This is an optimization exercise on Yosys and OpenROAD, whose aim is small area and a short achievable clock period, not a production implementation.
RTL that was checked went through simulation tests only; none was proved equivalent to the original.
For run 1, only the layout was checked, not whether the RTL still works.
No activity file was given, so power comes from the tool's default toggle rates.

<file path="flow/design.v">
package mips_pkg;
  localparam int REG_ADDR_W = 5;
  localparam int REG_DATA_W = 32;
  typedef logic [REG_ADDR_W-1:0] reg_addr_t;
  typedef logic [REG_DATA_W-1:0] word_t;
  localparam reg_addr_t REG_ZERO = 5'd0;
  function automatic word_t word_mux2(input logic sel, input word_t a, input word_t b);
    word_mux2 = sel ? b : a;
  endfunction
endpackage
module reg_word
#(
  parameter int DATA_W = mips_pkg::REG_DATA_W
) (
  input  logic              clk,
  input  logic              en,
  input  logic [DATA_W-1:0] d,
  output logic [DATA_W-1:0] q
);
  logic [DATA_W-1:0] q_q;
  always_ff @(posedge clk) begin
    if (en) begin
      q_q <= d;
    end
  end
  assign q = q_q;
endmodule
module rf_or8 (
  input  logic [7:0] sel,
  input  logic [7:0] d,
  output logic       y
);
  assign y = |(sel & d);
endmodule
module rf_nor2 (
  input  logic a, b,
  output logic y
);
  assign y = ~(a | b);
endmodule
module rf_nand2 (
  input  logic a, b,
  output logic y
);
  assign y = ~(a & b);
endmodule
module rf_write_decode (
  input  logic        we,
  input  logic [4:0]  waddr,
  output logic [3:0]  lo_n,
  output logic [7:0]  hi_n,
  output logic [31:1] wen
);
  always_comb begin
    for (int j = 0; j < 4; j++) lo_n[j] = !(we && (waddr[1:0] == 2'(j)));
    for (int j = 0; j < 8; j++) hi_n[j] = !(waddr[4:2] == 3'(j));
    for (int i = 1; i < 32; i++) begin
      wen[i] = !lo_n[i % 4] && !hi_n[i / 4];
    end
  end
endmodule
module rf_read_sel (
  input  logic w_lo_n, w_hi_n, lo, hi, valid,
  output logic y
);
  assign y = (w_lo_n | w_hi_n) & lo & hi & valid;
endmodule
module rf_read_decode (
  input  logic        reset_n,
  input  logic        we,
  input  logic [4:0]  waddr,
  input  logic [4:0]  raddr,
  input  logic [31:1] valid,
  input  logic [3:0]  w_lo_n,
  input  logic [7:0]  w_hi_n,
  output logic [31:0] sel
);
  logic [3:0] lo;
  logic [7:0] hi;
  always_comb begin
    for (int j = 0; j < 4; j++) lo[j] = (raddr[1:0] == 2'(j));
    for (int j = 0; j < 8; j++) hi[j] = (raddr[4:2] == 3'(j));
  end
  assign sel[0] = reset_n && we && (waddr == raddr) && (raddr != 5'd0);
  for (genvar i = 1; i < 32; i++) begin : g_sel
    rf_read_sel u_sel (
      .w_lo_n (w_lo_n[i % 4]),
      .w_hi_n (w_hi_n[i / 4]),
      .lo     (lo[i % 4]),
      .hi     (hi[i / 4]),
      .valid  (valid[i]),
      .y      (sel[i])
    );
  end
endmodule
module rf_read_bit (
  input  logic [31:0] sel,
  input  logic [31:0] d,
  output logic        q
);
  logic [3:0]  u;
  logic [1:0]  v;
  for (genvar k = 0; k < 4; k++) begin : g_u
    rf_or8 u_u (.sel(sel[8*k+7:8*k]), .d(d[8*k+7:8*k]), .y(u[k]));
  end
  for (genvar k = 0; k < 2; k++) begin : g_v
    rf_nor2 u_v (.a(u[2*k]), .b(u[2*k+1]), .y(v[k]));
  end
  rf_nand2 u_q (.a(v[0]), .b(v[1]), .y(q));
endmodule
module reg_file_32x32
#(
  parameter int DATA_W = mips_pkg::REG_DATA_W,
  parameter int ADDR_W = mips_pkg::REG_ADDR_W
) (
  input  logic              clk,
  input  logic              reset_n,
  input  logic              we,
  input  logic [ADDR_W-1:0] waddr,
  input  logic [DATA_W-1:0] wdata,
  input  logic [ADDR_W-1:0] raddr1,
  input  logic [ADDR_W-1:0] raddr2,
  output logic [DATA_W-1:0] rdata1,
  output logic [DATA_W-1:0] rdata2
);
  mips_pkg::word_t rf [32];
  logic [31:1] wen;
  logic [3:0]  w_lo_n;
  logic [7:0]  w_hi_n;
  rf_write_decode u_wdec (
    .we    (we),
    .waddr (waddr),
    .lo_n  (w_lo_n),
    .hi_n  (w_hi_n),
    .wen   (wen)
  );
  logic [31:1] valid_q;
  always_ff @(posedge clk or negedge reset_n) begin
    if (!reset_n) begin
      valid_q <= '0;
    end else begin
      valid_q <= valid_q | wen;
    end
  end
  assign rf[0] = wdata;
  for (genvar r = 1; r < 32; r++) begin : g_reg
    reg_word #(.DATA_W(DATA_W)) u_reg_word (
      .clk (clk),
      .en  (wen[r]),
      .d   (wdata),
      .q   (rf[r])
    );
  end
  mips_pkg::reg_addr_t ra [2];
  mips_pkg::word_t     rd [2];
  assign ra[0] = raddr1;
  assign ra[1] = raddr2;
  for (genvar p = 0; p < 2; p++) begin : g_port
    logic [31:0] sel;
    rf_read_decode u_dec (
      .reset_n (reset_n),
      .we      (we),
      .waddr   (waddr),
      .raddr   (ra[p]),
      .valid   (valid_q),
      .w_lo_n  (w_lo_n),
      .w_hi_n  (w_hi_n),
      .sel     (sel)
    );
    for (genvar b = 0; b < DATA_W; b++) begin : g_bit
      logic [31:0] col;
      for (genvar r = 0; r < 32; r++) begin : g_col
        assign col[r] = rf[r][b];
      end
      rf_read_bit u_bit (
        .sel (sel),
        .d   (col),
        .q   (rd[p][b])
      );
    end
  end
  assign rdata1 = rd[0];
  assign rdata2 = rd[1];
endmodule
</file>
<file path="flow/flow/run.sh">
#!/bin/bash
# Layout flow: the standard flow, run unchanged for synthesis, then with
# the port buffers given an explicit cell (instead of the resizer's pick of a
# delay cell) and sizing free to change a cell's footprint.
set -euo pipefail
bash standard.sh synth > synth.log 2>&1
bash standard.sh MATCH_CELL_FOOTPRINT=0 \
  "BUFFER_PORTS_ARGS=-buffer_cell sky130_fd_sc_hd__buf_2" \
  finish > layout.log 2>&1
</file>
<file path="flow/standard.sh">
#!/bin/bash
# synth_recipe.tcl (not shown) runs the flow's synth.tcl, then flattens the netlist and writes it again
# the make line also repeats each setting of config.mk as NAME=value (left out here)
make -C /OpenROAD-flow-scripts/flow DESIGN_CONFIG=/design/flow/config.mk WORK_HOME=/design/flow/orfs CLKGATE_MAP_FILE= SYNTH_SCRIPT=/design/flow/synth_recipe.tcl "${@:-finish}"
</file>
<file path="flow/config.mk">
export PLATFORM = sky130hd
export DESIGN_NAME = reg_file_32x32
export DESIGN_NICKNAME = reg_file_32x32
export VERILOG_FILES = /design/flow/design.v
export SDC_FILE = /design/flow/constraint.sdc
export NUM_CORES = 4
export LEC_CHECK = 0
export CAP_MARGIN = 20
export CORE_MARGIN = 2
export CORE_UTILIZATION = 50
export CTS_BUF_LIST = sky130_fd_sc_hd__clkbuf_8
export SETUP_SLACK_MARGIN = 1.5
export SLEW_MARGIN = 20
export SYNTH_HIERARCHICAL = 1
</file>
<file path="flow/constraint.sdc">
create_clock -name core_clock -period 5.5 [get_ports {clk}]
set_input_delay 1.1000 -clock core_clock [delete_from_list [all_inputs] [get_ports {clk}]]
set_output_delay 1.1000 -clock core_clock [all_outputs]
set_load 0.01 [all_outputs]
</file>
==> results of run 1 <==
-- synth_stat cells --
cell type  count  area [um2]
a211oi_2       2       25.02
a22oi_1     1024        7687
and2_1         2       12.51
and3_2         2       15.01
and3b_2        4       40.04
buf_2          5       25.02
buf_4          2       15.01
buf_6          5       56.30
clkbuf_1       3       11.26
dfrtp_1       31       775.7
edfxtp_1     992       29790
nand2_1       69       259.0
nand2b_1       2       12.51
nand3_1        4       20.02
nand3b_1       4       30.03
nand4_1      259        1620
nand4b_1       3       26.28
nand4bb_1      3       33.78
nor2_1       165       619.3
nor2b_1        4       25.02
nor3_1         2       10.01
nor3b_1        6       45.04
o2111a_1      62       698.2
or2_1         32       200.2
or2_2          3       18.77
or3_1          1       6.260
or4b_4         1       13.76
xnor2_1        8       70.07
xnor2_2        2       32.53
-- routing by layer --
metal	vias up	GRT usage [%]	share of wire [%]
li1	13620	-	-
met1	17420	49.31	33
met2	3570	61.00	44
met3	977	16.61	16
met4	16	25.90	7.9
met5	-	0	0.069
-- final cells by class --
type                    instances  area (um2)  share of cell area (%)
flip-flops and latches       1023       30560                   56.52
multi-input cells            1715       13980                   25.84
repair buffers                462        5004                   9.252
clock buffers                 170        2340                   4.327
well taps                    1080        1351                   2.499
clock inverters               131       828.3                   1.532
diodes                          6       15.01                 0.02776
-- cell families (layout without fill, tap and decap cells) --
family / after synthesis / count (layout)
simple gates: 566 / 570
xor+xnor: 10 / 10
compound gates: 1088 / 1135
other cells: 0 / 6
buf+inv: 15 / 763
flops: 1023 / 1023
-- flip-flops by register name, indices dropped and copies added, names as in the netlist --
signal,cells
valid_q,31
g.u_reg_word.q_q,992
-- through the flow --
step / total power (W) / cell area (um2) / worst slack (ns) / hold slack (ns) / utilization, %
global placement: 0.009907 / 45420 / 0.6411 / 0.4721 / 54.36
global route: 0.01707 / 54070 / 1.109 / 0.1605 / 64.71
floorplan: 0.009331 / 42230 / 1.474 / 0.4547 / -
detailed placement: 0.009933 / 45490 / 0.6151 / 0.4767 / 54.45
CTS: 0.01651 / 52810 / 1.220 / 0.1592 / 63.20
finish: 0.01670 / 54080 / 1.084 / 0.1561 / 64.72
-- power by group --
| group | switching, W | leakage, nW | internal, W | total [W] |
|---|---|---|---|---|
| sequential | 0.000181 | 9.29 | 0.00870 | 0.00888 |
| clock | 0.00311 | 1.80 | 0.00331 | 0.00643 |
| combinational | 0.000934 | 6.26 | 0.000466 | 0.00140 |
-- what timing repair did --
action                     4_1_cts  5_1_grt
gates resized for setup        442      156
gates cloned                    56       14
setup endpoints to repair       64       64
pin swaps                      266      193
setup buffers                  159       34
-- worst paths after layout --
path / end / cells past startpoint
max: rdata1[21] / 9
min reg2reg: valid_q[2] / 1
max in group asynchronous: valid_q[8] / 2
min: valid_q[21] / 1
min in group core_clock: valid_q[2] / 1
max reg2reg: valid_q[26] / 1
-- critical path: stages --
cell	delay (ns)
buf_2	0.19
and3_2	0.41
o2111a_2	0.34
buf_12	0.19
a22oi_1	0.18
nand4_1	0.36
nor2_2	0.29
nand2_1	0.09
buf_2	0.15
-- per-module statistics from Yosys (local to each module, per instance), excerpt --
module | flops+latches | area (um2) | copies in the design
reg_file_32x32 | 31 | 969.7 | 1
rf_nand2 | 0 | 3.754 | 64
rf_read_sel | 0 | 11.26 | 62
rf_or8 | 0 | 36.28 | 256
rf_write_decode | 0 | 346.6 | 1
rf_read_decode | 0 | 190.2 | 2
rf_nor2 | 0 | 3.754 | 128
==> summary.txt, run 1 <==
commonest non-fill, non-tap cell in the layout=edfxtp_1; DPL Wire Length=just over 90 mm; Fin. Hold Viols=0; H-tree depth=4; P&R area growth vs syn=28.17%; synthesized net count=2752; die height=294.5 um; Crit path required time=4.40 ns; setup TNS=0 ns; Hold Path Class=in2async; first-pass GRT wire length=247.1 mm; clock buffer depth=3; Initial Util=50.50%; DRT iter0 DRCs=6678; # fillers=5827; # rows=around 110; Max Fclk=226.4 MHz; routed len/inst=39.76 um; Synth Area in Simple Gates=7.129%; Initial DRT Pass Iterations=10; Worst slew margin=between 15 and 20%; slack of the worst reg-to-reg path=~4.4 ns; post-synthesis mux area share=0%; RSZ-0062 raised after global routing=yes; Final GP Congestion=0.9265; routed vias=35600; Synth Area in Compound Gates=19.93%; total wire length=182.4 mm; Num CTS Buffers=168; launching point of the worst reg2reg path=valid_q[26]; CP startpoint kind=input pin; Worst-Margin Slew=1.245 ns; Synth Area per Inst=15.62 um2; Port-buffer cells=113; CTS Hold Bufs=0; P per Cell Area=between 300 and 400 nW/um2; Period minus WS final=~4.4 ns; largest net degree at the start of global routing=34; worst setup path start=raddr1[2]; GRT Residual Overflow=0; adder-cell share of the synthesized area=0%; xor/xnor share of the synthesized area=less than 1%; CP arrival=3.32 ns; number of max-cap violations=0; synth unique cells=29; Final #Nets=3420; Period Utilization, post-route=between 80% and 90%; clock sink total=1023; Die Area=86720 um2; Worst Skew=0 ns; core area=83560 um2; Max VDD drop=between 0.2 and 0.25 mV; Post-Synthesis Cells=2702; classification of the worst setup path=in2out; sequential share of the synthesized area=between 70 and 80%; static leakage=17.34 nW; CTS tree=built; initial antenna violation count=12; worst-path fanout max=11; Max Slew Vio Count=0; Worst-Skew Late Latency=0.85 ns; CTS Root Cell=clkbuf_8; Yosys reg bits=1023; final setup violation count=0; Via-to-Cell Ratio=7.761; number of remaining DRC errors=0; Finished Layout Cells=approximately 4600; cell area after synthesis=about 42000 um2; cell count after placement=between 4000 and 5000; I/O pins=114; crit end category=output port; share of cells above drive strength 1=31.59%; Clk pin slew, worst setup/hold paths=0.07 ns; status=finished clean; commonest cells after routing, fill and taps aside=992 x edfxtp_1, 864 x a22oi_1, 259 x nand4_1; vias in the first global route=roughly 34000; Tot GR Track Use=40.85%; largest family of logic cells by synthesized area=compound AO/OA/AOI/OAI gates; Final ANT Viol Nets=0; Syn. warnings=15; die span in x=294.5 um
==> inputs of run 2 (changes only) <==
--- a/flow/design.v
+++ b/flow/design.v
@@ -44,26 +44,40 @@
 );
   assign y = ~(a & b);
 endmodule
+module rf_and3 (
+  input  logic a, b, c,
+  output logic y
+);
+  assign y = a & b & c;
+endmodule
+module rf_nand3 (
+  input  logic a, b, c,
+  output logic y
+);
+  assign y = ~(a & b & c);
+endmodule
 module rf_write_decode (
   input  logic        we,
   input  logic [4:0]  waddr,
-  output logic [3:0]  lo_n,
-  output logic [7:0]  hi_n,
-  output logic [31:1] wen
+  output logic [31:1] wen,
+  output logic [31:1] wen_n
 );
+  logic [3:0] lo;
+  logic [7:0] hi;
   always_comb begin
-    for (int j = 0; j < 4; j++) lo_n[j] = !(we && (waddr[1:0] == 2'(j)));
-    for (int j = 0; j < 8; j++) hi_n[j] = !(waddr[4:2] == 3'(j));
-    for (int i = 1; i < 32; i++) begin
-      wen[i] = !lo_n[i % 4] && !hi_n[i / 4];
-    end
+    for (int j = 0; j < 4; j++) lo[j] = (waddr[1:0] == 2'(j));
+    for (int j = 0; j < 8; j++) hi[j] = (waddr[4:2] == 3'(j));
+  end
+  for (genvar i = 1; i < 32; i++) begin : g_wen
+    rf_and3  u_wen   (.a(we), .b(lo[i % 4]), .c(hi[i / 4]), .y(wen[i]));
+    rf_nand3 u_wen_n (.a(we), .b(lo[i % 4]), .c(hi[i / 4]), .y(wen_n[i]));
   end
 endmodule
-module rf_read_sel (
-  input  logic w_lo_n, w_hi_n, lo, hi, valid,
+module rf_and4 (
+  input  logic a, b, c, d,
   output logic y
 );
-  assign y = (w_lo_n | w_hi_n) & lo & hi & valid;
+  assign y = a & b & c & d;
 endmodule
 module rf_read_decode (
   input  logic        reset_n,
@@ -71,8 +85,7 @@
   input  logic [4:0]  waddr,
   input  logic [4:0]  raddr,
   input  logic [31:1] valid,
-  input  logic [3:0]  w_lo_n,
-  input  logic [7:0]  w_hi_n,
+  input  logic [31:1] wen_n,
   output logic [31:0] sel
 );
   logic [3:0] lo;
@@ -83,13 +96,12 @@
   end
   assign sel[0] = reset_n && we && (waddr == raddr) && (raddr != 5'd0);
   for (genvar i = 1; i < 32; i++) begin : g_sel
-    rf_read_sel u_sel (
-      .w_lo_n (w_lo_n[i % 4]),
-      .w_hi_n (w_hi_n[i / 4]),
-      .lo     (lo[i % 4]),
-      .hi     (hi[i / 4]),
-      .valid  (valid[i]),
-      .y      (sel[i])
+    rf_and4 u_sel (
+      .a (lo[i % 4]),
+      .b (hi[i / 4]),
+      .c (valid[i]),
+      .d (wen_n[i]),
+      .y (sel[i])
     );
   end
 endmodule
@@ -125,14 +137,12 @@
 );
   mips_pkg::word_t rf [32];
   logic [31:1] wen;
-  logic [3:0]  w_lo_n;
-  logic [7:0]  w_hi_n;
+  logic [31:1] wen_n;
   rf_write_decode u_wdec (
     .we    (we),
     .waddr (waddr),
-    .lo_n  (w_lo_n),
-    .hi_n  (w_hi_n),
-    .wen   (wen)
+    .wen   (wen),
+    .wen_n (wen_n)
   );
   logic [31:1] valid_q;
   always_ff @(posedge clk or negedge reset_n) begin
@@ -156,27 +166,28 @@
   assign ra[0] = raddr1;
   assign ra[1] = raddr2;
   for (genvar p = 0; p < 2; p++) begin : g_port
-    logic [31:0] sel;
-    rf_read_decode u_dec (
-      .reset_n (reset_n),
-      .we      (we),
-      .waddr   (waddr),
-      .raddr   (ra[p]),
-      .valid   (valid_q),
-      .w_lo_n  (w_lo_n),
-      .w_hi_n  (w_hi_n),
-      .sel     (sel)
-    );
-    for (genvar b = 0; b < DATA_W; b++) begin : g_bit
-      logic [31:0] col;
-      for (genvar r = 0; r < 32; r++) begin : g_col
-        assign col[r] = rf[r][b];
+    for (genvar h = 0; h < 2; h++) begin : g_half
+      logic [31:0] sel;
+      rf_read_decode u_dec (
+        .reset_n (reset_n),
+        .we      (we),
+        .waddr   (waddr),
+        .raddr   (ra[p]),
+        .valid   (valid_q),
+        .wen_n   (wen_n),
+        .sel     (sel)
+      );
+      for (genvar b = 16*h; b < 16*h + 16; b++) begin : g_bit
+        logic [31:0] col;
+        for (genvar r = 0; r < 32; r++) begin : g_col
+          assign col[r] = rf[r][b];
+        end
+        rf_read_bit u_bit (
+          .sel (sel),
+          .d   (col),
+          .q   (rd[p][b])
+        );
       end
-      rf_read_bit u_bit (
-        .sel (sel),
-        .d   (col),
-        .q   (rd[p][b])
-      );
     end
   end
   assign rdata1 = rd[0];
--- a/flow/config.mk
+++ b/flow/config.mk
@@ -8,7 +8,10 @@
 export CAP_MARGIN = 20
 export CORE_MARGIN = 2
 export CORE_UTILIZATION = 50
-export CTS_BUF_LIST = sky130_fd_sc_hd__clkbuf_8
+export CTS_BUF_LIST = sky130_fd_sc_hd__clkbuf_16
+export CTS_CLUSTER_DIAMETER = 80
+export CTS_CLUSTER_SIZE = 24
+export PLACE_DENSITY = 0.75
 export SETUP_SLACK_MARGIN = 1.5
 export SLEW_MARGIN = 20
 export SYNTH_HIERARCHICAL = 1
==> run 2 against run 1 <==
  * Still clean on timing, DRC and antenna
  * Clock power is 35% lower
  * Synthesized cell count is 4.4% higher
  * Via count is 3.5% higher
  * Global-route usage is 4.7 points lower
  * Sequential share of layout area is 1.2 points higher
  * Total power is 13% lower
  * Setup slack better by 0.037 ns
  * Largest power group unchanged
==> summary.txt, run 2 <==
first-pass GRT wire length=236.6 mm (-4.2%); DPL Wire Length=91.17 mm (-0.85%); Die Area=88460 um2 (+2.0%); share of cells above drive strength 1=33.42% (+1.8 points); CTS tree=built; Post-synth EDFFs=992 (unchanged); die height=297.4 um (+1.0%); Port-buffer cells=113 (unchanged); Period Utilization, post-route=79.62% (-0.67 points); Psw=0.003557 W (-16%); Sw Share=24.60% (-0.72 points); routed vias=36840 (+3.5%); max FFs per register=992 (unchanged); CP arrival=3.28 ns (-0.04 ns); Place WS=0.6069 ns (-0.008180 ns); Clk pin slew, worst setup/hold paths=0.10 ns (+0.03 ns); critical path's most frequent cell=buf_12; Int Pwr=0.01090 W (-13%); CP startpoint kind=input pin; die span in x=297.4 um (+1.0%); setup TNS=0 ns (unchanged); total wire length=169.5 mm (-7.1%); Worst Slack Setup Final=1.121 ns (+0.03696 ns); crit end category=output port; Via-to-Cell Ratio=8.123 (+4.7%); count leader, synth=a22oi_1; synthesized net count=2870 (+4.3%); Worst-Margin Slew=1.242 ns (-0.002887 ns); Async S/R FF share, synth=3.030% (unchanged); commonest cells after routing, fill and taps aside=992 x edfxtp_1, 800 x a22oi_1, 260 x nand4_1; most frequent cells after synthesis=1024 x a22oi_1, 992 x edfxtp_1, 260 x nand4_1; Yosys reg bits=1023 (unchanged); routed len/inst=37.37 um (-6.0%); clock sink total=1023 (unchanged); # rows=107 (+0.94%); worst-path fanout max=7 (-4); H-tree depth=2 (-2); Max VDD drop=0.2644 mV (+15%); cell area after synthesis=43050 um2 (+2.0%); I/O pins=114 (unchanged); Initial DRT Pass Iterations=14 (+4); commonest non-fill, non-tap cell in the layout=edfxtp_1; Logic pwr share=9.6% (+1.2 points); status=finished clean; Final #Nets=3394 (-0.76%); Syn. warnings=15 (unchanged); worst path cell trace=buf_12, nor3b_4, buf_6, nand3_4, buf_12, and4_4, a22oi_2, nand4_1, nor2_4, nand2_2, buf_4; GRT Residual Overflow=0 (unchanged); Post-Synthesis Cells=2820 (+4.4%); P per Cell Area=272.8 nW/um2 (-12%); Most used DFF post-synth=edfxtp_1; Max Fclk=228.4 MHz (+0.84%); clock power share=29.0% (-9.5 points); classification of the worst setup path=in2out; Worst slew margin=17.20% (+0.39 points); Worst Skew=0 ns (unchanged); synth unique cells=21 (-28%); core area=85280 um2 (+2.1%); RSZ-0062 raised after global routing=yes; Final GP Congestion=0.9374 (+1.2%); slowest cell delay on critical path=0.39 ns (-0.02 ns); Worst-Skew Late Latency=0.64 ns (-0.21 ns); Crit path required time=4.40 ns (about the same); Hold Path Class=in2async; Final ANT Viol Nets=0 (unchanged); Tot GR Track Use=36.13% (-4.7 points); P&R area growth vs syn=23.11%; Seq pwr share=61.4% (+8.3 points); top flop regs=g.u_reg_word.q_q: 992 flops, valid_q: 31 flops; static leakage=16.78 nW (-3.2%); sequential share of the synthesized area=71.00% (-1.4 points); Synth Area per Inst=15.27 um2 (-2.2%); # fillers=5702 (-2.1%); final setup violation count=0 (unchanged); Most flops, register=g.u_reg_word.q_q; Fin. Hold Viols=0 (unchanged); number of remaining DRC errors=0 (unchanged); Period minus WS final=4.379 ns (-0.03696 ns); largest net degree at the start of global routing=48 (+41%); clock buffer depth=3 (unchanged); Num CTS Buffers=49 (-71%); CTS Root Cell=clkbuf_16; number of max-cap violations=0 (unchanged); DRT iter0 DRCs=7980 (+19%); WHS=0.5396 ns (+0.3836 ns); vias in the first global route=35160 (+3.4%); Initial Util=50.48% (about the same); critical path's slowest cell=nand4_1; ranking of synthesized cells by area=edfxtp_1 69%, a22oi_1 18%, nand4_1 3.8%; initial antenna violation count=7 (-5); fin util=62.15% (-2.6 points); Synth area leader=edfxtp_1; post-synth top area share=69.19% (-1.4 points); Max Slew Vio Count=0 (unchanged)
run 2: cell types whose count changed after synthesis, sizes merged, moves of 4 or more:
| cell | previous run | this run |
|---|---|---|
| and3 | 2 | 36 |
| and3b | 4 | 11 |
| and4 | 0 | 124 |
| nand3 | 4 | 35 |
| nand3b | 4 | 0 |
| nor2 | 165 | 137 |
| nor2b | 4 | 10 |
| nor3b | 6 | 15 |
| o2111a | 62 | 0 |
| or2 | 35 | 31 |
| xnor2 | 10 | 20 |
run 2: modules after synthesis, one instance, submodules excluded, a selection:
module           flops+latches  area [um2]  cells
rf_nand3                     0       5.005      1
rf_and4                      0       8.758      1
rf_read_decode               0       190.2     24
rf_or8                       0       36.28      5
rf_nand2                     0       3.754      1
rf_nor2                      0       3.754      1
reg_file_32x32              31       969.7     62
rf_and3                      0       6.256      1
rf_write_decode              0       87.58     12
run 2: metal layers:
layer  wire [um]  vias to the layer above  GRT usage, %  share of wire, %
li1            -                    13620             -                 -
met5         122                        -             0             0.072
met2       72860                     4520         54.66                43
met1       52830                    17470         44.85                31
met3       30050                     1222         13.21                18
met4       13620                        4         20.94               8.0
run 2: timing repair:
action | in CTS | in global routing
hold buffers | 0 | 0
gates cloned | 35 | 2
pin swaps | 329 | 243
setup buffers | 203 | 56
resized for setup | 800 | 136
setup endpoints to repair | 64 | 64
run 2: final timing paths:
path	startpoint	cells after the start	slack, ns	endpoint
setup / recovery	waddr[3]	11	1.12	rdata2[11]
hold / removal	reset_n	2	0.54	valid_q[2]
setup reg to reg	valid_q[6]	1	4.39	valid_q[6]
hold reg to reg	valid_q[12]	1	0.58	valid_q[12]
max in group asynchronous	reset_n	2	4.61	valid_q[30]
min in group core_clock	valid_q[12]	1	0.58	valid_q[12]
run 2: kinds of logic after synthesis:
logic type / share of synthesized area (%)
AO/OA/AOI/OAI: 17.97
AND/OR/NAND/NOR: 10.28
XOR/XNOR: 0.4766
flip-flops: 71.00
buffers and inverters: 0.2790
run 2: area by class of cell:
type	instances	area (um2)	area share, %
diodes	7	17.52	0.03305
clock buffers	51	1276	2.408
clock inverters	40	195.2	0.3683
multi-input cells	1814	15200	28.67
flip-flops and latches	1023	30560	57.67
well taps	1144	1431	2.701
repair buffers	456	4318	8.147
run 2: per-stage QoR:
step	power (W)	instance area [um2]	std cells
after floorplan	0.009350	43050	2820
after global placement	0.009895	45530	4140
after detailed placement	0.009938	45530	4140
after CTS	0.01422	51780	4469
after global routing	0.01469	52990	4533
final	0.01446	53000	4535
run 2: worst max-delay path: cells and delay by family:
kind            cells  cell delay, ns
compound gates      1            0.16
buf+inv             4            0.62
simple gates        6            1.38
run 2: power by group through the flow:
stage	clock [W]	combinational [W]	sequential [W]
after detailed placement	0	0.000978	0.00896
final	0.00419	0.00139	0.00887
after global placement	0	0.000945	0.00895
after CTS	0.00414	0.00124	0.00883
after global routing	0.00440	0.00141	0.00888
after floorplan	0	0.000430	0.00892
==> inputs of run 3 (changes only) <==
--- a/flow/config.mk
+++ b/flow/config.mk
@@ -11,7 +11,6 @@
 export CTS_BUF_LIST = sky130_fd_sc_hd__clkbuf_16
 export CTS_CLUSTER_DIAMETER = 80
 export CTS_CLUSTER_SIZE = 24
-export PLACE_DENSITY = 0.75
 export SETUP_SLACK_MARGIN = 1.5
 export SLEW_MARGIN = 20
 export SYNTH_HIERARCHICAL = 1
==> run 3 against run 2 <==
  * Total power is 2.3% higher
  * Setup slack better by 0.054 ns
  * Core utilization is 0.99 points lower
  * Still clean on timing, DRC and antenna
  * Largest cell class unchanged
  * Global-route usage is 0.22 points higher
  * Clock-buffer cell count is 2 higher
  * Combinational power hardly changed
  * Final cell count is 0.88% lower
  * Cell area is 1.6% lower
==> summary.txt, run 3 <==
Final ANT Viol Nets=0 (unchanged); Initial DRT Pass Iterations=7 (-7); crit end category=output port; CP startpoint kind=input pin; H-tree depth=2 (unchanged); P per Cell Area=283.6 nW/um2 (+4.0%); Post-Synthesis Cells=2820 (unchanged); DRT iter0 DRCs=7536 (-5.6%); commonest cells after routing, fill and taps aside=992 x edfxtp_1, 892 x a22oi_1, 260 x nand4_1; Max Fclk=231.2 MHz (+1.2%); worst-path fanout max=8 (+1); Num CTS Buffers=52 (+6.1%); clock sink total=1023 (unchanged); DPL Wire Length=97.36 mm (+6.8%); Post-synth EDFFs=992 (unchanged); # rows=107 (unchanged); routed vias=35130 (-4.6%); Hold Path Class=reg2reg; Worst-Margin Slew=1.242 ns (+0.0003561 ns); Max VDD drop=0.3081 mV (+17%); # fillers=6289 (+10%); Period Utilization, post-route=78.64% (-0.98 points); Synth Area per Inst=15.27 um2 (unchanged); critical path's slowest cell=nor2_2; final setup violation count=0 (unchanged); Worst Skew=0 ns (unchanged); synthesized net count=2870 (unchanged); count leader, synth=a22oi_1; Port-buffer cells=113 (unchanged); slowest cell delay on critical path=0.31 ns (-0.08 ns); vias in the first global route=31940 (-9.2%); Yosys reg bits=1023 (unchanged); commonest non-fill, non-tap cell in the layout=edfxtp_1; die height=297.4 um (unchanged); I/O pins=114 (unchanged); initial antenna violation count=5 (-2); CTS Hold Bufs=0 (unchanged); number of max-cap violations=0 (unchanged); die span in x=297.4 um (unchanged); max FFs per register=992 (unchanged); sequential share of the synthesized area=71.00% (unchanged); GRT Residual Overflow=0 (unchanged); most frequent cells after synthesis=1024 x a22oi_1, 992 x edfxtp_1, 260 x nand4_1; synth unique cells=21 (unchanged); Tot GR Track Use=36.35% (+0.22 points); Most flops, register=g.u_reg_word.q_q; Syn. warnings=15 (unchanged); worst path cell trace=buf_12, nor2b_4, buf_8, buf_4, nand3_4, and4_4, buf_4, a22oi_1, nand4_1, nor2_2, nand2_1, buf_2; Async S/R FF share, synth=3.030% (unchanged); clock buffer depth=3 (unchanged); share of cells above drive strength 1=29.89% (-3.5 points); ranking of synthesized cells by area=edfxtp_1 69%, a22oi_1 18%, nand4_1 3.8%; Final GP Congestion=0.9420 (+0.49%); Crit path required time=4.40 ns (about the same); static leakage=16.54 nW (-1.5%); Max Slew Vio Count=0 (unchanged); RSZ-0062 raised after global routing=yes; CP arrival=3.23 ns (-0.05 ns); Finished Layout Cells=4495 (-0.88%); core area=85280 um2 (unchanged); Worst slew margin=17.18% (-0.024 points); fin util=61.15% (-0.99 points); Initial Util=50.48% (unchanged); Via-to-Cell Ratio=7.816 (-3.8%); cell count after placement=4182 (+1.0%); total wire length=173.8 mm (+2.5%); classification of the worst setup path=in2out; largest net degree at the start of global routing=34 (-29%); setup TNS=0 ns (unchanged); status=finished clean; CTS Root Cell=clkbuf_16; critical path's most frequent cell=buf_4; P&R area growth vs syn=21.13%; Most used DFF post-synth=edfxtp_1; post-synth top area share=69.19% (unchanged); Synth area leader=edfxtp_1; top flop regs=g.u_reg_word.q_q: 992 flops, valid_q: 31 flops; cell area after synthesis=43050 um2 (unchanged); Die Area=88460 um2 (unchanged); Final #Nets=3363 (-0.91%); number of remaining DRC errors=0 (unchanged); Fin. Hold Viols=0 (unchanged); Period minus WS final=4.325 ns (-0.05381 ns); CTS tree=built; first-pass GRT wire length=232.9 mm (-1.6%); routed len/inst=38.65 um (+3.4%); Clk pin slew, worst setup/hold paths=0.09 ns (about the same); Worst-Skew Late Latency=0.63 ns (about the same)
## run 3: cell counts after synthesis
Identical to the previous run, type by type.
## run 3: metrics by stage
stage / area, um2 / worst slack, ns / hold WS (ns) / total power [W]
6_report: 52150 / 1.175 / 0.5706 / 0.01479
5_1_grt: 52150 / 1.225 / 0.5846 / 0.01510
4_1_cts: 50680 / 1.333 / 0.5570 / 0.01462
3_5_place_dp: 45860 / 0.5810 / 0.5177 / 0.009990
3_3_place_gp: 45860 / 0.6228 / 0.5160 / 0.009965
2_1_floorplan: 43050 / 1.770 / 0.4697 / 0.009350
## run 3: kinds of logic (layout without fill, tap and decap cells)
kind of cell    Yosys count  in the layout  share of synthesized area (%)
compound gates         1028           1028                          17.97
flops                  1023           1023                          71.00
simple gates            737            761                          10.28
xor+xnor                 20             20                         0.4766
buf+inv                  12            517                         0.2790
other cells               0              2                              0
## run 3: area by class of cell
class,count,area [um2],area share (%)
clock inverters,37,334.1,0.6406
flip-flops and latches,1023,30560,58.61
multi-input cells,1809,14570,27.94
clock buffers,53,1326,2.543
well taps,1144,1431,2.745
diodes,2,5.005,0.009597
repair buffers,427,3918,7.512
## run 3: where the power goes
part | leakage, nW | internal [W] | switching, W
logic | 6.36 | 0.000450 | 0.000922
registers | 9.29 | 0.00868 | 0.000176
clock network | 0.881 | 0.00202 | 0.00254
total | 16.5 | 0.0111 | 0.00364
## run 3: routing by layer
| metal | part of all wire [%] | up-vias | track usage [%] |
|---|---|---|---|
| li1 | - | 13540 | - |
| met2 | 44 | 3468 | 54.81 |
| met3 | 16 | 547 | 10.94 |
| met5 | 0.15 | - | 0 |
| met1 | 36 | 17570 | 51.61 |
| met4 | 4.1 | 6 | 9.560 |
## run 3: per-module statistics from Yosys, one instance, submodules excluded, a selection
module / cells / copies in the design / area [um2] / flops+latches
rf_nor2: 1 / 128 / 3.754 / 0
rf_and4: 1 / 124 / 8.758 / 0
reg_file_32x32: 62 / 1 / 969.7 / 31
rf_or8: 5 / 256 / 36.28 / 0
rf_write_decode: 12 / 1 / 87.58 / 0
rf_nand2: 1 / 64 / 3.754 / 0
rf_read_decode: 24 / 4 / 190.2 / 0
rf_nand3: 1 / 31 / 5.005 / 0
rf_and3: 1 / 31 / 6.256 / 0
## run 3: final timing paths
kind	from	endpoint	slack, ns	cells after the start
max	waddr[1]	rdata2[14]	1.17	12
min	valid_q[8]	valid_q[8]	0.57	1
max reg2reg	valid_q[20]	valid_q[20]	4.44	1
min reg2reg	valid_q[8]	valid_q[8]	0.57	1
max in group asynchronous	reset_n	valid_q[15]	4.56	2
min in group asynchronous	reset_n	valid_q[3]	0.58	2
## run 3: repair_timing
item,4_1_cts,5_1_grt
buffers inserted,112,73
pin swaps,216,167
resized for setup,619,161
setup endpoints to repair,64,64
cloned,24,12
## run 3: critical path: cells and delay by family
kind	cells	cell delay (ns)
AND/OR/NAND/NOR	6	1.23
buffers and inverters	5	0.71
AO/OA/AOI/OAI	1	0.17
==> inputs of run 4 (changes only) <==
--- a/flow/config.mk
+++ b/flow/config.mk
@@ -11,6 +11,6 @@
 export CTS_BUF_LIST = sky130_fd_sc_hd__clkbuf_16
 export CTS_CLUSTER_DIAMETER = 80
 export CTS_CLUSTER_SIZE = 24
-export SETUP_SLACK_MARGIN = 1.5
+export SETUP_SLACK_MARGIN = 1.0
 export SLEW_MARGIN = 20
 export SYNTH_HIERARCHICAL = 1
==> run 4 against run 3 <==
  * Clock power is essentially flat
  * Combinational power shrank 18%
  * Sequential cell count is the same
  * Routed wire length shrank 9.4%
  * Clock-buffer cell count is the same
==> summary.txt, run 4 <==
Sw Share=23.80% (-0.82 points); Place WS=0.5810 ns (unchanged); clock power share=31.4% (+0.5 points); CTS tree=built; fin util=56.44% (-4.7 points); clock sink total=1023 (unchanged); ranking of synthesized cells by area=edfxtp_1 69%, a22oi_1 18%, nand4_1 3.8%; GRT Residual Overflow=0 (unchanged); Period Utilization, post-route=82.69% (+4.0 points); post-synth top area share=69.19% (unchanged); commonest cells after routing, fill and taps aside=1023 x a22oi_1, 992 x edfxtp_1, 260 x nand4_1; Final #Nets=3152 (-6.3%); Crit path required time=4.40 ns (about the same); reg2reg path depth=1 (unchanged); crit end category=output port; depth of the worst hold-timing path=1 (unchanged); Die Area=88460 um2 (unchanged); Via-to-Cell Ratio=7.656 (-2.0%); Period minus WS final=4.548 ns (+0.2226 ns); initial antenna violation count=9 (+4); Worst-Skew Late Latency=0.64 ns (about the same); DPL Wire Length=97.36 mm (unchanged); routed len/inst=36.74 um (-5.0%); vias in the first global route=30890 (-3.3%); synthesized net count=2870 (unchanged); sequential share of the synthesized area=71.00% (unchanged); Tot GR Track Use=34.31% (-2.0 points); Syn. warnings=15 (unchanged); Synth Area per Inst=15.27 um2 (unchanged); classification of the worst setup path=in2out; setup TNS=0 ns (unchanged); core area=85280 um2 (unchanged); Final ANT Viol Nets=0 (unchanged); Max Fclk=219.9 MHz (-4.9%); launching point of the worst reg2reg path=valid_q[5]; status=finished clean; total wire length=157.4 mm (-9.4%); final setup violation count=0 (unchanged); Post-synth EDFFs=992 (unchanged); I/O pins=114 (unchanged); cell area after synthesis=43050 um2 (unchanged); Buf/Inv on CP=3 (-2); largest net degree at the start of global routing=67 (+97%); CTS Hold Bufs=0 (unchanged); Max Slew Vio Count=0 (unchanged); P&R area growth vs syn=11.80%; H-tree depth=2 (unchanged); number of remaining DRC errors=0 (unchanged); Num CTS Buffers=52 (unchanged); Hold Path Class=reg2reg; Seq pwr share=60.9% (+1.0 points); Final GP Congestion=0.9420 (unchanged); worst setup path start=raddr1[1]; synth unique cells=21 (unchanged); Most used DFF post-synth=edfxtp_1; Port-buffer cells=113 (unchanged); Max VDD drop=0.2886 mV (-6.3%); WP depth=9 (-3); static leakage=14.95 nW (-9.6%); Initial DRT Pass Iterations=9 (+2); routed vias=32810 (-6.6%); Worst slew margin=21.77% (+4.6 points); first-pass GRT wire length=220.9 mm (-5.1%); share of cells above drive strength 1=16.95% (-13 points); max FFs per register=992 (unchanged); top flop regs=g.u_reg_word.q_q: 992 flops, valid_q: 31 flops; Initial Util=50.48% (unchanged); Worst Skew=0 ns (unchanged); Async S/R FF share, synth=3.030% (unchanged); critical path's most frequent cell=buf_2; Critical Path Sink=rdata1[23]; Post-Synthesis Cells=2820 (unchanged); Logic pwr share=7.7% (-1.6 points); slowest cell delay on critical path=0.59 ns (+0.28 ns); clock buffer depth=3 (unchanged); die height=297.4 um (unchanged); Clk pin slew, worst setup/hold paths=0.09 ns (about the same); RSZ-0062 raised after global routing=yes; # rows=107 (unchanged); die span in x=297.4 um (unchanged); slack of the worst reg-to-reg path=4.69 ns (+0.25 ns); Fin. Hold Viols=0 (unchanged); DRT iter0 DRCs=6448 (-14%); Worst-Margin Slew=1.173 ns (-0.06884 ns); number of max-cap violations=0 (unchanged); top cell family by delay on the critical path=simple AND/OR/NAND/NOR gates; critical path's slowest cell=and2_1; Synth area leader=edfxtp_1; CP arrival=3.45 ns (+0.22 ns); Worst Slack Setup Final=0.9522 ns (-0.2226 ns); most frequent cells after synthesis=1024 x a22oi_1, 992 x edfxtp_1, 260 x nand4_1; CTS Root Cell=clkbuf_16; CP startpoint kind=input pin; # fillers=6685 (+6.3%); P per Cell Area=300.3 nW/um2 (+5.9%); worst-path fanout max=10 (+2); Most flops, register=g.u_reg_word.q_q; r2r endpoint=valid_q[5]; commonest non-fill, non-tap cell in the layout=a22oi_1; Psw=0.003440 W (-5.5%); count leader, synth=a22oi_1; worst path cell trace=buf_2, and2_1, and4_4, buf_4, a22oi_1, nand4_1, nor2_1, nand2_1, buf_2; Yosys reg bits=1023 (unchanged); Int Pwr=0.01101 W (-1.2%)
-- run 4: cell counts after synthesis --
No cell type changed its count.
-- run 4: power by group through the flow --
stage          Clock (W)  Combinational, W  Sequential, W
2_1_floorplan          0          0.000430        0.00892
3_3_place_gp           0           0.00101        0.00895
3_5_place_dp           0           0.00103        0.00896
4_1_cts          0.00458           0.00104        0.00879
5_1_grt          0.00485           0.00116        0.00882
6_report         0.00453           0.00112        0.00880
-- run 4: how the worst min path moves through the flow --
| stage | start | slack (ns) | to |
|---|---|---|---|
| 6_report | valid_q[13] | 0.55 | valid_q[13] |
| 5_1_grt | valid_q[8] | 0.57 | valid_q[8] |
| 4_1_cts | valid_q[8] | 0.54 | valid_q[8] |
| 3_5_place_dp | valid_q[8] | 0.52 | valid_q[8] |
| 3_3_place_gp | valid_q[10] | 0.52 | valid_q[10] |
| 2_1_floorplan | valid_q[10] | 0.47 | valid_q[10] |
-- run 4: metrics by stage --
step	instance area, um2	power (W)	instances	hold slack (ns)
global placement	45860	0.009965	4182	0.5160
CTS	47740	0.01441	4272	0.5398
global route	48120	0.01482	4282	0.5722
detailed placement	45860	0.009990	4182	0.5177
finish	48130	0.01445	4285	0.5506
floorplan	43050	0.009350	2820	0.4697
-- run 4: per-module statistics from Yosys (local to each module, per instance), excerpt --
module | flip-flops and latches | cells inside | area, um2
rf_nand2 | 0 | 1 | 3.754
rf_and3 | 0 | 1 | 6.256
rf_read_decode | 0 | 24 | 190.2
rf_and4 | 0 | 1 | 8.758
rf_or8 | 0 | 5 | 36.28
rf_nor2 | 0 | 1 | 3.754
rf_write_decode | 0 | 12 | 87.58
rf_nand3 | 0 | 1 | 5.005
reg_file_32x32 | 31 | 62 | 969.7
-- run 4: layer usage --
metal	part of all wire (%)	global-route usage (%)	wire length, um	vias up
li1	-	-	-	13030
met1	38	49.02	59350	16490
met2	44	51.46	69470	2882
met3	15	10.22	23960	388
met4	2.9	9.043	4563	12
met5	0.047	0	74	-
-- run 4: what timing repair did --
item / 4_1_cts / 5_1_grt
cloned: 0 / 2
pin swaps: 4 / 21
setup endpoints to repair: 64 / 63
endpoints found under the hold margin: 0 / 0
buffers inserted: 0 / 8
resized for setup: 145 / 118
-- run 4: kinds of logic after synthesis --
| logic type | share of synthesized area, % |
|---|---|
| compound gates | 17.97 |
| xor+xnor | 0.4766 |
| buf+inv | 0.2790 |
| flops | 71.00 |
| simple gates | 10.28 |
-- run 4: layout make-up --
cell class | instances | area [um2] | share of cell area [%]
Clock inverter | 37 | 334.1 | 0.6941
Clock buffer | 53 | 1326 | 2.756
Timing Repair Buffer | 240 | 1585 | 3.294
Tap cell | 1144 | 1431 | 2.974
Multi-Input combinational cell | 1785 | 12880 | 26.76
Antenna cell | 3 | 7.507 | 0.01560
Sequential cell | 1023 | 30560 | 63.50
==> inputs of run 5 (changes only) <==
--- a/flow/config.mk
+++ b/flow/config.mk
@@ -11,6 +11,6 @@
 export CTS_BUF_LIST = sky130_fd_sc_hd__clkbuf_16
 export CTS_CLUSTER_DIAMETER = 80
 export CTS_CLUSTER_SIZE = 24
-export SETUP_SLACK_MARGIN = 1.0
+export SETUP_SLACK_MARGIN = 0.75
 export SLEW_MARGIN = 20
 export SYNTH_HIERARCHICAL = 1
==> run 5 against run 4 <==
  * Sequential cell count stayed put
  * Non-clock buffer count is 10 lower
  * Synthesized cell count is the same
  * Die area unchanged
  * Clock skew stayed put
  * Cell area down 0.89%
  * Global-route usage is 0.069 points lower
  * Sequential share of layout area is 0.57 points higher
  * Area after synthesis stayed put
  * Routed wire length shrank 0.56%
  * Worst hold slack lost 0.0093 ns
  * Final cell count fell by 0.21%
==> summary.txt, run 5 <==
post-synth top area share=69.19% (unchanged); setup TNS=0 ns (unchanged); Fin. Hold Viols=0 (unchanged); Max Slew Vio Count=0 (unchanged); P per Cell Area=302.4 nW/um2 (+0.69%); DPL Wire Length=97.36 mm (unchanged); routed len/inst=36.61 um (-0.35%); first-pass GRT wire length=220.4 mm (-0.23%); Hold Path Class=reg2reg; critical path's slowest cell=and4_1; commonest non-fill, non-tap cell in the layout=a22oi_1; die height=297.4 um (unchanged); synthesized net count=2870 (unchanged); top cell family by delay on the critical path=simple AND/OR/NAND/NOR gates; Clk pin slew, worst setup/hold paths=0.09 ns (about the same); Sw Share=23.77% (about the same); clock buffer depth=3 (unchanged); Period Utilization, post-route=87.26% (+4.6 points); count leader, synth=a22oi_1; # rows=107 (unchanged); Max Fclk=208.4 MHz (-5.2%); critical path's most frequent cell=buf_4; # fillers=6742 (+0.85%); final setup violation count=0 (unchanged); Period minus WS final=4.800 ns (+0.2517 ns); max FFs per register=992 (unchanged); clock sink total=1023 (unchanged); core area=85280 um2 (unchanged); slack of the worst reg-to-reg path=4.69 ns (about the same); crit end category=output port; top flop regs=g.u_reg_word.q_q: 992 flops, valid_q: 31 flops; total wire length=156.5 mm (-0.56%); clock power share=31.5% (about the same); Syn. warnings=15 (unchanged); number of max-cap violations=0 (unchanged); CTS Root Cell=clkbuf_16; number of remaining DRC errors=0 (unchanged); Final #Nets=3142 (-0.32%); static leakage=14.77 nW (-1.2%); DRT iter0 DRCs=6656 (+3.2%); Setup Fix Bufs, Post-CTS=0 (unchanged); Buf/Inv on CP=4 (+1); CP arrival=3.70 ns (+0.25 ns); slowest cell delay on critical path=0.36 ns (-0.23 ns); Final GP Congestion=0.9420 (unchanged); sequential share of the synthesized area=71.00% (unchanged); synth unique cells=21 (unchanged); routed vias=32520 (-0.87%); worst path cell trace=clkbuf_4, nor3b_1, buf_4, nand3_1, and4_1, buf_4, a22oi_1, nand4_1, nor2_1, nand2_1, buf_2; Initial DRT Pass Iterations=9 (unchanged); Post-synth EDFFs=992 (unchanged); Via-to-Cell Ratio=7.606 (-0.66%); Logic pwr share=7.5% (-0.2 points); status=finished clean; CP startpoint kind=input pin; ranking of synthesized cells by area=edfxtp_1 69%, a22oi_1 18%, nand4_1 3.8%; GRT Residual Overflow=0 (unchanged); initial antenna violation count=8 (-1); Yosys reg bits=1023 (unchanged); cell count after placement=4182 (unchanged); Port-buffer cells=113 (unchanged); Finished Layout Cells=4276 (-0.21%); Most used DFF post-synth=edfxtp_1; vias in the first global route=30700 (-0.62%); Synth Area per Inst=15.27 um2 (unchanged); Num CTS Buffers=52 (unchanged); most frequent cells after synthesis=1024 x a22oi_1, 992 x edfxtp_1, 260 x nand4_1; die span in x=297.4 um (unchanged); Psw=0.003429 W (-0.31%); commonest cells after routing, fill and taps aside=1024 x a22oi_1, 992 x edfxtp_1, 260 x nand4_1; Seq pwr share=61.0% (about the same); Worst Skew=0 ns (unchanged); RSZ-0062 raised after global routing=yes; Die Area=88460 um2 (unchanged); Crit path required time=4.40 ns (about the same); fin area=47700 um2 (-0.89%); Async S/R FF share, synth=3.030% (unchanged); H-tree depth=2 (unchanged); Post-Synthesis Cells=2820 (unchanged); Final ANT Viol Nets=0 (unchanged); CTS tree=built; classification of the worst setup path=in2out; cell area after synthesis=43050 um2 (unchanged); Tot GR Track Use=34.24% (-0.069 points); largest net degree at the start of global routing=67 (unchanged); Worst-Skew Late Latency=0.64 ns (about the same); worst-path fanout max=12 (+2); Initial Util=50.48% (unchanged); Most flops, register=g.u_reg_word.q_q; share of cells above drive strength 1=14.51% (-2.4 points); Max VDD drop=0.2929 mV (+1.5%); DP Area=45860 um2 (unchanged); Synth area leader=edfxtp_1; Worst slew margin=22.78% (+1.0 points); I/O pins=114 (unchanged); Worst-Margin Slew=1.158 ns (-0.01520 ns); P&R area growth vs syn=10.80%; Int Pwr=0.01099 W (-0.18%)
run 5: cell counts after synthesis:
Identical to the previous run, type by type.
run 5: final timing paths:
path,startpoint,end,cells past startpoint
max,waddr[4],rdata2[22],11
min,valid_q[8],valid_q[8],1
max reg2reg,valid_q[25],valid_q[25],1
min reg2reg,valid_q[8],valid_q[8],1
max in group asynchronous,reset_n,valid_q[29],2
min in group asynchronous,reset_n,valid_q[3],2
run 5: kinds of logic (layout without fill, tap and decap cells):
kind of cell	Yosys count	after routing	synth area share (%)
AOI/OAI and AO/OA	1028	1028	17.97
DFF	1023	1023	71.00
and+or+nand+nor	737	737	10.28
other	0	4	0
buffers and inverters	12	320	0.2790
xor gates and xnor gates	20	20	0.4766
run 5: layer usage:
layer,global-route usage [%],wire (um),up-vias
met5,0,100,-
met4,8.526,4372,8
met3,10.09,23800,352
met2,51.64,69440,2770
met1,48.95,58830,16380
li1,-,-,13010
run 5: layout make-up:
| type | count | area [um2] | share of cell area, % |
|---|---|---|---|
| Multi-Input combinational cell | 1785 | 12570 | 26.36 |
| Sequential cell | 1023 | 30560 | 64.08 |
| Antenna cell | 4 | 10.01 | 0.02098 |
| Clock inverter | 37 | 334.1 | 0.7004 |
| Tap cell | 1144 | 1431 | 3.001 |
| Clock buffer | 53 | 1326 | 2.780 |
| Timing Repair Buffer | 230 | 1461 | 3.064 |
run 5: modules after synthesis, one instance, submodules excluded, excerpt:
module | cells | times used
rf_read_decode | 24 | 4
rf_nor2 | 1 | 128
rf_and4 | 1 | 124
rf_write_decode | 12 | 1
rf_or8 | 5 | 256
rf_and3 | 1 | 31
reg_file_32x32 | 62 | 1
rf_nand3 | 1 | 31
run 5: stage by stage:
stage | hold slack (ns) | power, W | util (%) | setup slack [ns]
global route | 0.5657 | 0.01478 | 55.92 | 0.6565
detailed placement | 0.5177 | 0.009990 | 53.77 | 0.5810
finish | 0.5413 | 0.01442 | 55.93 | 0.7005
floorplan | 0.4697 | 0.009350 | - | 1.770
global placement | 0.5160 | 0.009965 | 53.77 | 0.6228
CTS | 0.5403 | 0.01440 | 55.76 | 0.7194
run 5: power groups by stage:
stage | combinational (W) | sequential (W) | clock [W]
after global placement | 0.00101 | 0.00895 | 0
final | 0.00108 | 0.00880 | 0.00455
after detailed placement | 0.00103 | 0.00896 | 0
after global routing | 0.00112 | 0.00881 | 0.00485
after floorplan | 0.000430 | 0.00892 | 0
after CTS | 0.00103 | 0.00878 | 0.00458
run 5: timing repair:
item,CTS,global route
setup endpoints to repair,54,63
hold buffers,0,0
resized for setup,22,88
==> inputs of run 6 (changes only) <==
--- a/flow/config.mk
+++ b/flow/config.mk
@@ -11,6 +11,6 @@
 export CTS_BUF_LIST = sky130_fd_sc_hd__clkbuf_16
 export CTS_CLUSTER_DIAMETER = 80
 export CTS_CLUSTER_SIZE = 24
-export SETUP_SLACK_MARGIN = 0.75
+export SETUP_SLACK_MARGIN = 0.5
 export SLEW_MARGIN = 20
 export SYNTH_HIERARCHICAL = 1
==> run 6 against run 5 <==
  * Still clean
  * Register-to-register slack better by 0.02 ns
  * First-iteration DRC count up 1.3%
  * Non-clock buffer count stayed put
  * Worst hold slack improved by 0.00061 ns
  * Via count shrank 0.17%
  * Total power decreased by 0.16%
  * Routed wire length is essentially flat
  * Clock skew unchanged
  * Cell area is 0.31% lower
  * Critical endpoint is now rdata1[0]
==> summary.txt, run 6 <==
status=finished clean; max FFs per register=992 (unchanged); synth unique cells=21 (unchanged); Final ANT Viol Nets=0 (unchanged); clock buffer depth=3 (unchanged); final setup violation count=0 (unchanged); Via-to-Cell Ratio=7.595 (-0.14%); Worst Slack Setup Final=0.4217 ns (-0.2788 ns); Synth Area in Simple Gates=10.28% (unchanged); WHS=0.5419 ns (+0.0006090 ns); Place WS=0.5810 ns (unchanged); number of remaining DRC errors=0 (unchanged); crit end category=output port; routed vias=32470 (-0.17%); Seq pwr share=61.1% (about the same); ranking of synthesized cells by area=edfxtp_1 69%, a22oi_1 18%, nand4_1 3.8%; setup TNS=0 ns (unchanged); # rows=107 (unchanged); P&R area growth vs syn=10.45%; Final GP Congestion=0.9420 (unchanged); initial antenna violation count=8 (unchanged); Port-buffer cells=113 (unchanged); CTS tree=built; largest net degree at the start of global routing=67 (unchanged); HP Start=valid_q[8]; synthesized net count=2870 (unchanged); Num CTS Buffers=52 (unchanged); Period minus WS final=5.078 ns (+0.2788 ns); Finished Layout Cells=4275 (-0.023%); Final #Nets=3142 (unchanged); Max Slew Vio Count=0 (unchanged); Sw Share=23.69% (-0.086 points); Initial DRT Pass Iterations=7 (-2); Tot GR Track Use=34.28% (about the same); Worst Skew=0 ns (unchanged); P per Cell Area=302.8 nW/um2 (+0.15%); adder-cell share of the synthesized area=0% (unchanged); largest family of logic cells by synthesized area=compound AO/OA/AOI/OAI gates; clock sink total=1023 (unchanged); die height=297.4 um (unchanged); WHS Endpoint=valid_q[8]; commonest cells after routing, fill and taps aside=1024 x a22oi_1, 992 x edfxtp_1, 260 x nand4_1; Worst slew margin=18.13% (-4.7 points); Int Pwr=0.01099 W (about the same); slack of the worst reg-to-reg path=4.71 ns (+0.02 ns); number of max-cap violations=0 (unchanged); Logic pwr share=7.4% (about the same); cell count after placement=4182 (unchanged); Worst-Margin Slew=1.228 ns (+0.06983 ns); Post-Synthesis Cells=2820 (unchanged); Psw=0.003411 W (-0.52%); Pwr Total=0.01440 W (-0.16%); Worst-Skew Late Latency=0.64 ns (about the same); # fillers=6729 (-0.19%); cell area after synthesis=43050 um2 (unchanged); vias in the first global route=30700 (-0.0098%); DPL Wire Length=97.36 mm (unchanged); Die Area=88460 um2 (unchanged); Max Fclk=196.9 MHz (-5.5%); Most flops, register=g.u_reg_word.q_q; Fin. Hold Viols=0 (unchanged); Period Utilization, post-route=92.33% (+5.1 points); Crit path required time=4.40 ns (about the same); clock power share=31.5% (about the same); RSZ-0062 raised after global routing=yes; top flop regs=g.u_reg_word.q_q: 992 flops, valid_q: 31 flops; Async S/R FF share, synth=3.030% (unchanged); r2r endpoint=valid_q[7]; most frequent cells after synthesis=1024 x a22oi_1, 992 x edfxtp_1, 260 x nand4_1; die span in x=297.4 um (unchanged); Clk pin slew, worst setup/hold paths=0.09 ns (about the same); I/O pins=114 (unchanged); CP arrival=3.98 ns (+0.28 ns); share of cells above drive strength 1=11.51% (-3.0 points); Synth area leader=edfxtp_1; static leakage=14.75 nW (-0.13%); launching point of the worst reg2reg path=valid_q[7]; DRT iter0 DRCs=6740 (+1.3%); Yosys reg bits=1023 (unchanged); commonest non-fill, non-tap cell in the layout=a22oi_1; post-synth top area share=69.19% (unchanged); H-tree depth=2 (unchanged); worst-path fanout max=13 (+1); depth of the worst hold-timing path=1 (unchanged); Most used DFF post-synth=edfxtp_1; routed len/inst=36.63 um (about the same); core area=85280 um2 (unchanged); Max VDD drop=0.2941 mV (+0.40%); CP startpoint kind=input pin; classification of the worst setup path=in2out; xor/xnor share of the synthesized area=0.4766% (unchanged); Synth Area in Compound Gates=17.97% (unchanged); sequential share of the synthesized area=71.00% (unchanged); Hold Path Class=reg2reg; Synth Area per Inst=15.27 um2 (unchanged); Post-synth EDFFs=992 (unchanged); total wire length=156.6 mm (about the same); first-pass GRT wire length=220.6 mm (+0.10%); Initial Util=50.48% (unchanged); count leader, synth=a22oi_1; reg2reg path depth=1 (unchanged); GRT Residual Overflow=0 (unchanged); post-synthesis mux area share=0% (unchanged); CTS Root Cell=clkbuf_16; Syn. warnings=15 (unchanged)
==> run 6: stage by stage <==
stage / instance area (um2) / utilization [%]
global route: 47540 / 55.75
floorplan: 43050 / -
finish: 47550 / 55.76
CTS: 47520 / 55.72
detailed placement: 45860 / 53.77
global placement: 45860 / 53.77
==> run 6: worst max-delay path by stage <==
stage,cells after the start,slack [ns],from,end
2_1_floorplan,7,1.77,waddr[0],rdata1[0]
3_3_place_gp,9,0.62,waddr[1],rdata2[0]
3_5_place_dp,9,0.58,waddr[0],rdata2[20]
4_1_cts,9,0.56,waddr[0],rdata2[20]
5_1_grt,10,0.45,waddr[4],rdata1[0]
6_report,10,0.42,waddr[4],rdata1[0]
==> run 6: kinds of logic after synthesis <==
kind of cell | count (synthesis)
simple gates | 737
buf+inv | 12
flops | 1023
compound gates | 1028
xor+xnor | 20
==> run 6: repair_timing <==
item                                    in CTS  in global routing
hold buffers                                 0                  0
setup buffers                                0                  0
endpoints found under the hold margin        0                  0
endpoints found under the setup margin       0                 23
gates resized for setup                      0                  7
==> run 6: area by class of cell <==
type,count,area [um2],area share [%]
sequential,1023,30560,64.28
multi-input combinational,1785,12430,26.14
timing repair buffer,230,1456,3.063
tap,1144,1431,3.010
clock buffer,53,1326,2.789
clock inverter,37,334.1,0.7025
antenna,3,7.507,0.01579
==> run 6: metal layers <==
layer | global-route usage [%] | up-vias | routed length, um
li1 | - | 13010 | -
met1 | 49.12 | 16350 | 59730
met2 | 51.43 | 2776 | 69270
met3 | 10.11 | 332 | 23420
met4 | 8.790 | 8 | 4104
met5 | 0 | - | 58
==> run 6: modules after synthesis, one instance, submodules excluded, a selection <==
module           flops+latches  cells  area, um2
reg_file_32x32              31     62      969.7
rf_and3                      0      1      6.256
rf_and4                      0      1      8.758
rf_nand2                     0      1      3.754
rf_nand3                     0      1      5.005
rf_nor2                      0      1      3.754
rf_or8                       0      5      36.28
rf_read_decode               0     24      190.2
rf_write_decode              0     12      87.58
==> run 6: power groups by stage <==
stage	combinational, W	clock [W]	sequential, W
after floorplan	0.000430	0	0.00892
after global placement	0.00101	0	0.00895
after detailed placement	0.00103	0	0.00896
after CTS	0.00103	0.00458	0.00878
after global routing	0.00111	0.00485	0.00881
final	0.00107	0.00453	0.00879
==> run 6: critical path, cell delays in order <==
cell and delay (ns):
buf_2 0.29, nor3b_1 0.30, buf_4 0.21, nand3_1 0.15, and4_1 0.58, a22oi_1 0.39, nand4_1 0.15, nor2_1 0.42
nand2_1 0.17, buf_2 0.19
==> inputs of run 7 (changes only) <==
--- a/flow/config.mk
+++ b/flow/config.mk
@@ -11,6 +11,6 @@
 export CTS_BUF_LIST = sky130_fd_sc_hd__clkbuf_16
 export CTS_CLUSTER_DIAMETER = 80
 export CTS_CLUSTER_SIZE = 24
-export SETUP_SLACK_MARGIN = 0.5
+export SETUP_SLACK_MARGIN = 1.2
 export SLEW_MARGIN = 20
 export SYNTH_HIERARCHICAL = 1
==> run 7 against run 6 <==
  * Clock power is essentially flat
  * Area after synthesis is the same
  * Via count grew 2.5%
  * Cell area grew 4.0%
  * Largest cell class unchanged
  * Largest power group unchanged
==> summary.txt, run 7 <==
CTS Root Cell=clkbuf_16; total wire length=161.6 mm (+3.2%); Period minus WS final=4.349 ns (-0.7295 ns); Initial Util=50.48% (unchanged); number of remaining DRC errors=0 (unchanged); Crit path required time=4.40 ns (about the same); Worst-Skew Late Latency=0.64 ns (about the same); initial antenna violation count=8 (unchanged); Synth area leader=edfxtp_1; core area=85280 um2 (unchanged); # fillers=6581 (-2.2%); most frequent cells after synthesis=1024 x a22oi_1, 992 x edfxtp_1, 260 x nand4_1; launching point of the worst reg2reg path=valid_q[19]; setup TNS=0 ns (unchanged); synthesized net count=2870 (unchanged); Tot GR Track Use=34.45% (+0.18 points); post-synth top area share=69.19% (unchanged); ranking of synthesized cells by area=edfxtp_1 69%, a22oi_1 18%, nand4_1 3.8%; Port-buffer cells=113 (unchanged); Syn. warnings=15 (unchanged); cell area after synthesis=43050 um2 (unchanged); Worst Skew=0 ns (unchanged); max FFs per register=992 (unchanged); routed vias=33280 (+2.5%); P per Cell Area=294.5 nW/um2 (-2.8%); status=finished clean; Post-Synthesis Cells=2820 (unchanged); WHS=0.5620 ns (+0.02002 ns); die height=297.4 um (unchanged); # rows=107 (unchanged); Worst-Margin Slew=1.147 ns (-0.08144 ns); share of cells above drive strength 1=21.28% (+9.8 points); CP startpoint kind=input pin; Synth Area per Inst=15.27 um2 (unchanged); number of max-cap violations=0 (unchanged); commonest cells after routing, fill and taps aside=1007 x a22oi_1, 992 x edfxtp_1, 260 x nand4_1; Max Fclk=229.9 MHz (+17%); CTS tree=built; HP Start=valid_q[13]; I/O pins=114 (unchanged); Fin. Hold Viols=0 (unchanged); CP arrival=3.25 ns (-0.73 ns); static leakage=15.53 nW (+5.2%); Max Slew Vio Count=0 (unchanged); Die Area=88460 um2 (unchanged); vias in the first global route=30990 (+0.94%); die span in x=297.4 um (unchanged); classification of the worst setup path=in2out; top flop regs=g.u_reg_word.q_q: 992 flops, valid_q: 31 flops; Period Utilization, post-route=79.07% (-13 points); Num CTS Buffers=52 (unchanged); Final GP Congestion=0.9420 (unchanged); Post-synth EDFFs=992 (unchanged); GRT Residual Overflow=0 (unchanged); Clk pin slew, worst setup/hold paths=0.09 ns (about the same); Worst slew margin=23.56% (+5.4 points); Most flops, register=g.u_reg_word.q_q; RSZ-0062 raised after global routing=yes; Initial DRT Pass Iterations=19 (+12); commonest non-fill, non-tap cell in the layout=a22oi_1; P&R area growth vs syn=14.90%; Worst Slack Setup Final=1.151 ns (+0.7295 ns); worst setup path start=waddr[1]; DPL Wire Length=97.36 mm (unchanged); final setup violation count=0 (unchanged); Via-to-Cell Ratio=7.643 (+0.63%); Final ANT Viol Nets=0 (unchanged); clock sink total=1023 (unchanged); crit end category=output port; CTS Hold Bufs=0 (unchanged); DRT iter0 DRCs=6553 (-2.8%); count leader, synth=a22oi_1; synth unique cells=21 (unchanged); sequential share of the synthesized area=71.00% (unchanged); worst-path fanout max=16 (+3); Place WS=0.5810 ns (unchanged); Hold Path Class=reg2reg; clock buffer depth=3 (unchanged); first-pass GRT wire length=221.7 mm (+0.48%); routed len/inst=37.10 um (+1.3%); Final #Nets=3223 (+2.6%); Yosys reg bits=1023 (unchanged); Max VDD drop=0.2950 mV (+0.32%); largest net degree at the start of global routing=67 (unchanged); H-tree depth=2 (unchanged); Most used DFF post-synth=edfxtp_1; Async S/R FF share, synth=3.030% (unchanged)
==> run 7: cell counts after synthesis <==
No cell type changed its count.
==> run 7: power by group <==
part	switching [W]	internal, W	leakage (nW)	total, W
Clock	0.00253	0.00202	0.881	0.00455
Combinational	0.000844	0.000358	5.36	0.00120
Sequential	0.000135	0.00868	9.29	0.00881
==> run 7: layout make-up <==
| cell class | count | area (um2) | share of cell area (%) |
|---|---|---|---|
| Timing Repair Buffer | 306 | 2379 | 4.808 |
| Clock inverter | 37 | 334.1 | 0.6753 |
| Sequential cell | 1023 | 30560 | 61.79 |
| Tap cell | 1144 | 1431 | 2.894 |
| Antenna cell | 1 | 2.502 | 0.005059 |
| Clock buffer | 53 | 1326 | 2.681 |
| Multi-Input combinational cell | 1790 | 13430 | 27.15 |
==> run 7: what timing repair did <==
action                     CTS  global route
setup endpoints to repair   64            63
gates resized for setup    288           164
gates cloned                 1             7
buffers inserted             6            67
hold endpoints to repair     0             0
pin swaps                   21            95
==> run 7: metrics by stage <==
stage | utilization (%) | area, um2 | power [W] | std cells
floorplan | - | 43050 | 0.009350 | 2820
global placement | 53.77 | 45860 | 0.009965 | 4182
detailed placement | 53.77 | 45860 | 0.009990 | 4182
CTS | 56.41 | 48110 | 0.01445 | 4279
global route | 58.00 | 49460 | 0.01492 | 4353
finish | 58.01 | 49470 | 0.01457 | 4354
==> run 7: final timing paths <==
check | endpoint | depth (start not counted) | slack [ns]
worst max-delay path | rdata2[0] | 10 | 1.15
worst min-delay path | valid_q[13] | 1 | 0.56
worst max register to register | valid_q[19] | 1 | 4.50
worst min register to register | valid_q[13] | 1 | 0.56
max in group asynchronous | valid_q[29] | 2 | 4.55
min in group asynchronous | valid_q[3] | 2 | 0.57
==> run 7: modules after synthesis, one instance, submodules excluded, a selection <==
module           flip-flops and latches  times used  area, um2  cells inside
reg_file_32x32                       31           1      969.7            62
rf_read_decode                        0           4      190.2            24
rf_write_decode                       0           1      87.58            12
rf_or8                                0         256      36.28             5
rf_and4                               0         124      8.758             1
rf_and3                               0          31      6.256             1
rf_nand3                              0          31      5.005             1
rf_nand2                              0          64      3.754             1
rf_nor2                               0         128      3.754             1
==> run 7: metal layers <==
layer	global-route usage (%)	part of all wire, %
met1	48.95	38
met2	51.60	44
met3	10.72	15
met4	9.127	2.9
met5	0	0.064
==> run 7: critical path, stage by stage <==
cell and delay, ns:
buf_6 0.13, nor2_1 0.17, buf_6 0.22, nand3_1 0.21, and4_4 0.30, a22oi_1 0.20, nand4_1 0.30, nor2_4 0.30
nand2_1 0.13, buf_2 0.16
==> run 7: cells by family (layout without fill, tap and decap cells) <==
kind of cell	after synthesis	after routing	synth area share, %
buffers and inverters	12	396	0.2790
other	0	1	0
and+or+nand+nor	737	742	10.28
DFF	1023	1023	71.00
xor gates and xnor gates	20	20	0.4766
AOI/OAI and AO/OA	1028	1028	17.97

==> afterwards: timing with drivers on the ports <==
The flow's constraints put no driver on any port. The routed layouts listed below were extracted and timed again, unchanged, in two steps.
Step 1: set_driving_cell puts a clkbuf_16 on clk and a buf_2 on each other input, an assumption about the parent block.
Step 2, shift: input delay + t, output delay - t, t = (earliest + latest rising clock arrival at the registers) / 2. This alone moves slack from input paths to output paths.
a / b / c = no drivers / after step 1 / after step 2; a / b = the first two.
run | shift t [ns] | slack for setup (ns) | cell pins on the clock port's net
run 1 | 0.898 | 1.084 / 0.984 / 0.984 | 1
run 2 | 0.705 | 1.121 / 0.998 / 0.998 | 1
run 3 | 0.712 | 1.175 / 1.021 / 1.021 | 1
run 4 | 0.708 | 0.952 / 0.889 / 0.889 | 1
run 5 | 0.706 | 0.700 / 0.663 / 0.663 | 1
run 6 | 0.708 | 0.422 / 0.378 / 0.378 | 1
run 7 | 0.709 | 1.151 / 1.081 / 1.081 | 1
After both steps setup and hold are still met in every run listed. The setup slack of run 3, which loses most, moves by -0.154 ns with the drivers and by -0.154 ns with both steps.
